From an optimization exercise on the open Yosys and OpenROAD flow, aimed at small area and a short achievable clock period; shortcuts taken in it are not production practice. Only simulation tests tie the RTL to the original design; equivalence was not proved. Power figures rest on the tool's default switching activity, not on a simulated workload.

## north
==> flow/design.v <==
`timescale 1ns/1ps
module inst_decoder (
    input  logic [31:0] inst,
    output logic [4:0]  alu_op,
    output logic [4:0]  rd,
    output logic [4:0]  rs1,
    output logic [4:0]  rs2,
    output logic        has_rd,
    output logic        has_rs2
);
    logic [2:0] f3;
    assign f3 = inst[14:12];
    always_comb begin
        case (f3)
            3'h0: alu_op[3:0] = {3'b000, inst[30] & inst[5]};
            3'h1: alu_op[3:0] = 4'd2;
            3'h2: alu_op[3:0] = 4'd3;
            3'h3: alu_op[3:0] = 4'd4;
            3'h4: alu_op[3:0] = 4'd5;
            3'h5: alu_op[3:0] = {3'b011, inst[30]};
            3'h6: alu_op[3:0] = 4'd8;
            default: alu_op[3:0] = 4'd9;
        endcase
        alu_op[4] = !inst[5];
    end
    assign has_rd  = inst[4] || !inst[5];
    assign has_rs2 = inst[5];
    assign rd      = inst[11:7];
    assign rs1     = inst[19:15];
    assign rs2     = inst[24:20];
endmodule
module issue_check (
    input  logic [31:0] inst,
    input  logic        inst_valid,
    input  logic [3:0]  busy,
    input  logic [19:0] dst,         
    output logic        issue_ok,
    output logic [3:0]  fire
);
    logic       opc_ok, f7_mid, a, b;
    logic [2:0] f3;
    logic [1:0] cls;
    logic [3:0] sel;
    logic [3:0] hit;
    logic       waw;
    assign opc_ok = inst[1] && inst[0] && !inst[2] && !inst[3] && !inst[6];
    assign cls    = inst[5:4];      
    assign f3     = inst[14:12];
    assign f7_mid = !(inst[31] || inst[29] || inst[28] || inst[27] || inst[26]);
    assign a      = inst[30];
    assign b      = inst[25];
    always_comb begin
        sel = '0;
        case (cls)
            2'b11: begin
                sel[0] = f7_mid && !b && (!a || f3 == 3'h0 || f3 == 3'h5);
                sel[2] = f7_mid && !a && b && !f3[2];
                sel[3] = f7_mid && !a && b && f3[2];
            end
            2'b01: begin
                sel[0] = (f3 == 3'h1) ? (f7_mid && !a && !b) :
                         (f3 == 3'h5) ? (f7_mid && !b) : 1'b1;
            end
            2'b00: sel[1] = !(f3 == 3'h3 || f3 == 3'h6 || f3 == 3'h7);
            default: sel[1] = !f3[2] && !(f3[1] && f3[0]);
        endcase
        sel = sel & {4{opc_ok}};
    end
    always_comb begin
        for (int u = 0; u < 4; u++) begin
            hit[u] = busy[u] && (|dst[5*u +: 5]) && (dst[5*u +: 5] == inst[11:7]);
        end
    end
    assign waw      = (inst[4] || !inst[5]) && (|hit);
    assign issue_ok = |(sel & ~busy) && !waw;
    assign fire     = {4{inst_valid && !waw}} & sel & ~busy;
endmodule
`timescale 1ns/1ps
`timescale 1ns/1ps
module read_dispatch (
    input  logic [3:0]   r1,
    input  logic [3:0]   r2,
    input  logic [4:0]   op_alu,
    input  logic [3:0]   op_mem,
    input  logic [1:0]   op_mul,
    input  logic [1:0]   op_div,
    input  logic [19:0]  s1,         
    input  logic [19:0]  s2,
    output logic [3:0]   rg,
    output logic [18:0]  read
);
    logic [3:0] rreq;
    assign rreq  = r1 & r2;
    assign rg[0] = rreq[0];
    assign rg[1] = rreq[1] && !rreq[0];
    assign rg[2] = rreq[2] && !rreq[1] && !rreq[0];
    assign rg[3] = rreq[3] && !rreq[2] && !rreq[1] && !rreq[0];
    assign read[18]    = |rreq;
    assign read[17]    = rg[3];
    assign read[16]    = rg[1] || rg[2];
    assign read[15]    = rg[0] || rg[2];
    assign read[14:10] = ({5{rg[0]}} & op_alu) | ({5{rg[1]}} & {1'b0, op_mem}) |
                         ({5{rg[2]}} & {3'b000, op_mul}) | ({5{rg[3]}} & {3'b000, op_div});
    assign read[9:5]   = ({5{rg[0]}} & s1[4:0])   | ({5{rg[1]}} & s1[9:5]) |
                         ({5{rg[2]}} & s1[14:10]) | ({5{rg[3]}} & s1[19:15]);
    assign read[4:0]   = ({5{rg[0]}} & s2[4:0])   | ({5{rg[1]}} & s2[9:5]) |
                         ({5{rg[2]}} & s2[14:10]) | ({5{rg[3]}} & s2[19:15]);
endmodule
`timescale 1ns/1ps
module writeback_select (
    input  logic [3:0]   done,
    input  logic [3:0]   r1,
    input  logic [3:0]   r2,
    input  logic [15:0]  m1,
    input  logic [15:0]  m2,
    input  logic [19:0]  dst,        
    output logic [3:0]   wg,
    output logic [8:0]   wb
);
    logic [3:0] war;
    logic [3:0] wreq;
    always_comb begin
        for (int u = 0; u < 4; u++) begin
            war[u] = 1'b0;
            for (int j = 0; j < 4; j++) begin
                if (j != u) war[u] = war[u] || (r1[j] && m1[4*j+u]) || (r2[j] && m2[4*j+u]);
            end
        end
    end
    assign wreq  = done & ~war;
    assign wg[0] = wreq[0];
    assign wg[1] = wreq[1] && !wreq[0];
    assign wg[2] = wreq[2] && !wreq[1] && !wreq[0];
    assign wg[3] = wreq[3] && !wreq[2] && !wreq[1] && !wreq[0];
    assign wb[8]   = |wreq;
    assign wb[7]   = wg[3];
    assign wb[6]   = wg[1] || wg[2];
    assign wb[5]   = wg[0] || wg[2];
    assign wb[4:0] = ({5{wg[0]}} & dst[4:0])   | ({5{wg[1]}} & dst[9:5]) |
                     ({5{wg[2]}} & dst[14:10]) | ({5{wg[3]}} & dst[19:15]);
endmodule
`timescale 1ns/1ps
module sb_top (
    input  logic        clk,
    input  logic        rst,
    input  logic        inst_valid,
    input  logic [31:0] inst,
    input  logic [3:0]  fu_done,      
    output logic        issue_ok,
    output logic [18:0] read,
    output logic [8:0]  wb
);
    localparam int N = 4;
    logic [4:0] alu_op;
    logic [4:0] rd, rs1, rs2;
    logic       has_rd, has_rs2;
    logic [N-1:0]        busy_q;
    logic [N-1:0]        done_q;
    logic [N-1:0]        r1_q;       
    logic [N-1:0]        r2_q;
    logic [N-1:0]        took_q;     
    logic [4:0]          dst0_q, dst2_q, dst3_q;
    logic [N-1:0][4:0]   s1_q;
    logic [4:0]          s20_q, s22_q, s23_q;
    logic [4:0]          mreg_q;     
    logic [N-1:0][4:0]   dst_v;      
    logic [N-1:0][4:0]   s2_v;
    logic [N-1:0][4:0]   dcmp;       
    logic [N-1:0][4:0]   s2cmp;      
    logic [N-1:0]        s2ok;
    logic [N-1:0][N-1:0] m1_q;       
    logic [N-1:0][N-1:0] m2_q;
    logic [4:0]          op_alu_q;
    logic [3:0]          op_mem_q;
    logic [1:0]          op_mul_q;
    logic [1:0]          op_div_q;
    logic [N-1:0] dnz, e1, e2, f1, f2, fire;
    logic [N-1:0] rg, wg, wake1, wake2;
    logic         w1_new, w2_new, rdnz;
    inst_decoder decoder_i (
        .inst    (inst),
        .alu_op  (alu_op),
        .rd      (rd),
        .rs1     (rs1),
        .rs2     (rs2),
        .has_rd  (has_rd),
        .has_rs2 (has_rs2)
    );
    issue_check issue_i (
        .inst       (inst),
        .inst_valid (inst_valid),
        .busy       (busy_q),
        .dst        (dst_v),
        .issue_ok   (issue_ok),
        .fire       (fire)
    );
    read_dispatch read_i (
        .r1     (r1_q),
        .r2     (r2_q),
        .op_alu (op_alu_q),
        .op_mem (op_mem_q),
        .op_mul (op_mul_q),
        .op_div (op_div_q),
        .s1     (s1_q),
        .s2     (s2_v),
        .rg     (rg),
        .read   (read)
    );
    writeback_select wb_i (
        .done (done_q),
        .r1   (r1_q),
        .r2   (r2_q),
        .m1   (m1_q),
        .m2   (m2_q),
        .dst  (dst_v),
        .wg   (wg),
        .wb   (wb)
    );
    assign rdnz = has_rd && (|rd);
    always_comb begin
        dst_v[0] = dst0_q;
        dst_v[1] = op_mem_q[0] ? 5'd0 : mreg_q;
        dst_v[2] = dst2_q;
        dst_v[3] = dst3_q;
        s2_v[0]  = s20_q;
        s2_v[1]  = op_mem_q[0] ? mreg_q : 5'd0;
        s2_v[2]  = s22_q;
        s2_v[3]  = s23_q;
        for (int u = 0; u < N; u++) begin
            dcmp[u]  = dst_v[u];
            s2cmp[u] = s2_v[u];
            dnz[u]   = |dst_v[u];
            s2ok[u]  = 1'b1;
        end
        dcmp[1]  = mreg_q;
        s2cmp[1] = mreg_q;
        dnz[1]   = !op_mem_q[0] && (|mreg_q);
        s2ok[1]  = op_mem_q[0];
        for (int u = 0; u < N; u++) begin
            e1[u]  = dnz[u] && (dcmp[u] == rs1);
            e2[u]  = dnz[u] && (dcmp[u] == rs2) && has_rs2;
            f1[u]  = rdnz && (s1_q[u] == rd);
            f2[u]  = rdnz && s2ok[u] && (s2cmp[u] == rd);
        end
    end
    always_comb begin
        for (int j = 0; j < N; j++) begin
            wake1[j] = 1'b0;
            wake2[j] = 1'b0;
            for (int u = 0; u < N; u++) begin
                if (u != j) begin
                    wake1[j] = wake1[j] || (wg[u] && m1_q[j][u]);
                    wake2[j] = wake2[j] || (wg[u] && m2_q[j][u]);
                end
            end
            wake1[j] = wake1[j] && !r1_q[j] && !took_q[j];
            wake2[j] = wake2[j] && !r2_q[j] && !took_q[j];
        end
    end
    assign w1_new = |(busy_q & e1 & ~wg);
    assign w2_new = |(busy_q & e2 & ~wg);
    always_ff @(posedge clk or posedge rst) begin
        if (rst) begin
            busy_q <= '0;
            done_q <= '0;
            r1_q   <= '0;
            r2_q   <= '0;
        end else begin
            for (int j = 0; j < N; j++) begin
                if (busy_q[j]) begin
                    busy_q[j] <= !wg[j];
                    done_q[j] <= !wg[j] && (done_q[j] || fu_done[j]);
                    r1_q[j]   <= !wg[j] && ((r1_q[j] && !rg[j]) || wake1[j]);
                    r2_q[j]   <= !wg[j] && ((r2_q[j] && !rg[j]) || wake2[j]);
                end else begin
                    busy_q[j] <= fire[j];
                    done_q[j] <= 1'b0;
                    r1_q[j]   <= fire[j] && !w1_new;
                    r2_q[j]   <= fire[j] && !w2_new;
                end
            end
        end
    end
    always_ff @(posedge clk) begin
        for (int j = 0; j < N; j++) begin
            if (busy_q[j]) begin
                took_q[j] <= took_q[j] || rg[j];
                for (int u = 0; u < N; u++) begin
                    if (u != j && !busy_q[u]) begin
                        m1_q[j][u] <= f1[j];
                        m2_q[j][u] <= f2[j];
                    end
                end
            end else begin
                took_q[j] <= 1'b0;
                s1_q[j]  <= rs1;
                for (int u = 0; u < N; u++) begin
                    if (u != j) begin
                        m1_q[j][u] <= e1[u];
                        m2_q[j][u] <= e2[u];
                    end
                end
            end
        end
        if (!busy_q[0]) op_alu_q <= alu_op;
        if (!busy_q[1]) op_mem_q <= {inst[14:12], inst[5]};
        if (!busy_q[1]) mreg_q   <= inst[5] ? rs2 : rd;
        if (!busy_q[0]) dst0_q   <= rd;      
        if (!busy_q[2]) dst2_q   <= rd;      
        if (!busy_q[3]) dst3_q   <= rd;
        if (!busy_q[0]) s20_q    <= has_rs2 ? rs2 : 5'd0;
        if (!busy_q[2]) s22_q    <= rs2;
        if (!busy_q[3]) s23_q    <= rs2;
        if (!busy_q[2]) op_mul_q <= inst[13:12];
        if (!busy_q[3]) op_div_q <= inst[13:12];
    end
endmodule
==> flow/config.mk <==
export PLATFORM = sky130hd
export DESIGN_NAME = sb_top
export DESIGN_NICKNAME = sb_top
export VERILOG_FILES = /design/flow/design.v
export SDC_FILE = /design/flow/constraint.sdc
export NUM_CORES = 4
export LEC_CHECK = 0
export CAP_MARGIN = 20
export CORE_MARGIN = 2
export CORE_UTILIZATION = 40
export SETUP_SLACK_MARGIN = 2.0
export SLEW_MARGIN = 20
==> flow/constraint.sdc <==
create_clock -name core_clock -period 5.5 [get_ports {clk}]
set_input_delay 1.1000 -clock core_clock [delete_from_list [all_inputs] [get_ports {clk}]]
set_output_delay 1.1000 -clock core_clock [all_outputs]
set_load 0.01 [all_outputs]
standard.sh (not shown) runs the stock make flow with config.mk's settings and CLKGATE_MAP_FILE= SYNTH_SCRIPT=/design/flow/synth_recipe.tcl, a recipe that flattens the netlist after the stock synthesis.
==> flow/flow/run.sh <==
#!/bin/bash
# The standard layout (standard.sh, unchanged synthesis and steps), except that
# the port buffers are plain buffers (buf_2) instead of the delay cells that
# buffer_ports picks by default; the resizer still sizes them as timing needs.
set -euo pipefail
export BUFFER_PORTS_ARGS="-buffer_cell sky130_fd_sc_hd__buf_2"
bash standard.sh BUFFER_PORTS_ARGS="$BUFFER_PORTS_ARGS" finish > standard.log 2>&1
## Diff of input files: south against north
diff --git a/flow/design.v b/flow/design.v
--- a/flow/design.v
+++ b/flow/design.v
@@ -159,15 +159,9 @@
     logic [N-1:0]        r1_q;       
     logic [N-1:0]        r2_q;
     logic [N-1:0]        took_q;     
-    logic [4:0]          dst0_q, dst2_q, dst3_q;
+    logic [N-1:0][4:0]   dst_q;
     logic [N-1:0][4:0]   s1_q;
-    logic [4:0]          s20_q, s22_q, s23_q;
-    logic [4:0]          mreg_q;     
-    logic [N-1:0][4:0]   dst_v;      
-    logic [N-1:0][4:0]   s2_v;
-    logic [N-1:0][4:0]   dcmp;       
-    logic [N-1:0][4:0]   s2cmp;      
-    logic [N-1:0]        s2ok;
+    logic [N-1:0][4:0]   s2_q;
     logic [N-1:0][N-1:0] m1_q;       
     logic [N-1:0][N-1:0] m2_q;
     logic [4:0]          op_alu_q;
@@ -190,7 +184,7 @@
         .inst       (inst),
         .inst_valid (inst_valid),
         .busy       (busy_q),
-        .dst        (dst_v),
+        .dst        (dst_q),
         .issue_ok   (issue_ok),
         .fire       (fire)
     );
@@ -202,7 +196,7 @@
         .op_mul (op_mul_q),
         .op_div (op_div_q),
         .s1     (s1_q),
-        .s2     (s2_v),
+        .s2     (s2_q),
         .rg     (rg),
         .read   (read)
     );
@@ -212,35 +206,18 @@
         .r2   (r2_q),
         .m1   (m1_q),
         .m2   (m2_q),
-        .dst  (dst_v),
+        .dst  (dst_q),
         .wg   (wg),
         .wb   (wb)
     );
     assign rdnz = has_rd && (|rd);
     always_comb begin
-        dst_v[0] = dst0_q;
-        dst_v[1] = op_mem_q[0] ? 5'd0 : mreg_q;
-        dst_v[2] = dst2_q;
-        dst_v[3] = dst3_q;
-        s2_v[0]  = s20_q;
-        s2_v[1]  = op_mem_q[0] ? mreg_q : 5'd0;
-        s2_v[2]  = s22_q;
-        s2_v[3]  = s23_q;
         for (int u = 0; u < N; u++) begin
-            dcmp[u]  = dst_v[u];
-            s2cmp[u] = s2_v[u];
-            dnz[u]   = |dst_v[u];
-            s2ok[u]  = 1'b1;
-        end
-        dcmp[1]  = mreg_q;
-        s2cmp[1] = mreg_q;
-        dnz[1]   = !op_mem_q[0] && (|mreg_q);
-        s2ok[1]  = op_mem_q[0];
-        for (int u = 0; u < N; u++) begin
-            e1[u]  = dnz[u] && (dcmp[u] == rs1);
-            e2[u]  = dnz[u] && (dcmp[u] == rs2) && has_rs2;
+            dnz[u] = |dst_q[u];
+            e1[u]  = dnz[u] && (dst_q[u] == rs1);
+            e2[u]  = dnz[u] && (dst_q[u] == rs2) && has_rs2;
             f1[u]  = rdnz && (s1_q[u] == rd);
-            f2[u]  = rdnz && s2ok[u] && (s2cmp[u] == rd);
+            f2[u]  = rdnz && (s2_q[u] == rd);
         end
     end
     always_comb begin
@@ -293,7 +270,9 @@
                 end
             end else begin
                 took_q[j] <= 1'b0;
+                dst_q[j] <= has_rd ? rd : 5'd0;
                 s1_q[j]  <= rs1;
+                s2_q[j]  <= has_rs2 ? rs2 : 5'd0;
                 for (int u = 0; u < N; u++) begin
                     if (u != j) begin
                         m1_q[j][u] <= e1[u];
@@ -304,13 +283,6 @@
         end
         if (!busy_q[0]) op_alu_q <= alu_op;
         if (!busy_q[1]) op_mem_q <= {inst[14:12], inst[5]};
-        if (!busy_q[1]) mreg_q   <= inst[5] ? rs2 : rd;
-        if (!busy_q[0]) dst0_q   <= rd;      
-        if (!busy_q[2]) dst2_q   <= rd;      
-        if (!busy_q[3]) dst3_q   <= rd;
-        if (!busy_q[0]) s20_q    <= has_rs2 ? rs2 : 5'd0;
-        if (!busy_q[2]) s22_q    <= rs2;
-        if (!busy_q[3]) s23_q    <= rs2;
         if (!busy_q[2]) op_mul_q <= inst[13:12];
         if (!busy_q[3]) op_div_q <= inst[13:12];
     end
Findings:
In south the parity-gate share of the synthesized area counting xor and xnor cells turned out 0.77 points higher than in north.
Per the comparison of south with north, tap cell instance count now sits higher, power now sits higher, hold slack now sits higher.
Comparing north and south, final area is lower on north.
Of the two values seen for critical setup path kind, primary input to output port was produced by north and flop to output port by south.
Between north and south, initial cell density of the core increased.
south against north: worst setup slack after layout rose by 400 ps; maximum fanout along the worst path rose by 1.
Delta (south minus north): share of the clock period used by the worst path decreased 7.2 points, sequential fraction of total cell area lost 1.7 points.

-- what the ideal ports hide --
Ports are ideal in the flow. The routed layouts listed here were re-timed in OpenROAD.
Step 1 sets driving cells, clkbuf_16 on the clock port and buf_2 on the other inputs (assumed; they add their load-dependent delay and slew).
Step 2 moves the port delays by t, midway between the first and last clock arrival at a register: inputs arrive t later, outputs are due t later. That takes back most of the time a late clock gives input paths.
Slacks: no drivers / after step 1 / after step 2; pairs: no drivers / after step 1.
| run | shift t [ns] | setup slack, ns | worst setup path at the end | slew at the worst register clock pin (ns) |
|---|---|---|---|---|
| north | 0.400 | 1.611 / 1.580 / 1.580 | input to output | 0.07 / 0.07 |
| south | 0.464 | 2.007 / 1.964 / 1.996 | input to output | 0.06 / 0.06 |
After both steps setup and hold are still met in every run listed. For north, which loses most, drivers alone change the setup slack by -0.031 ns; drivers and shift together by -0.031 ns.
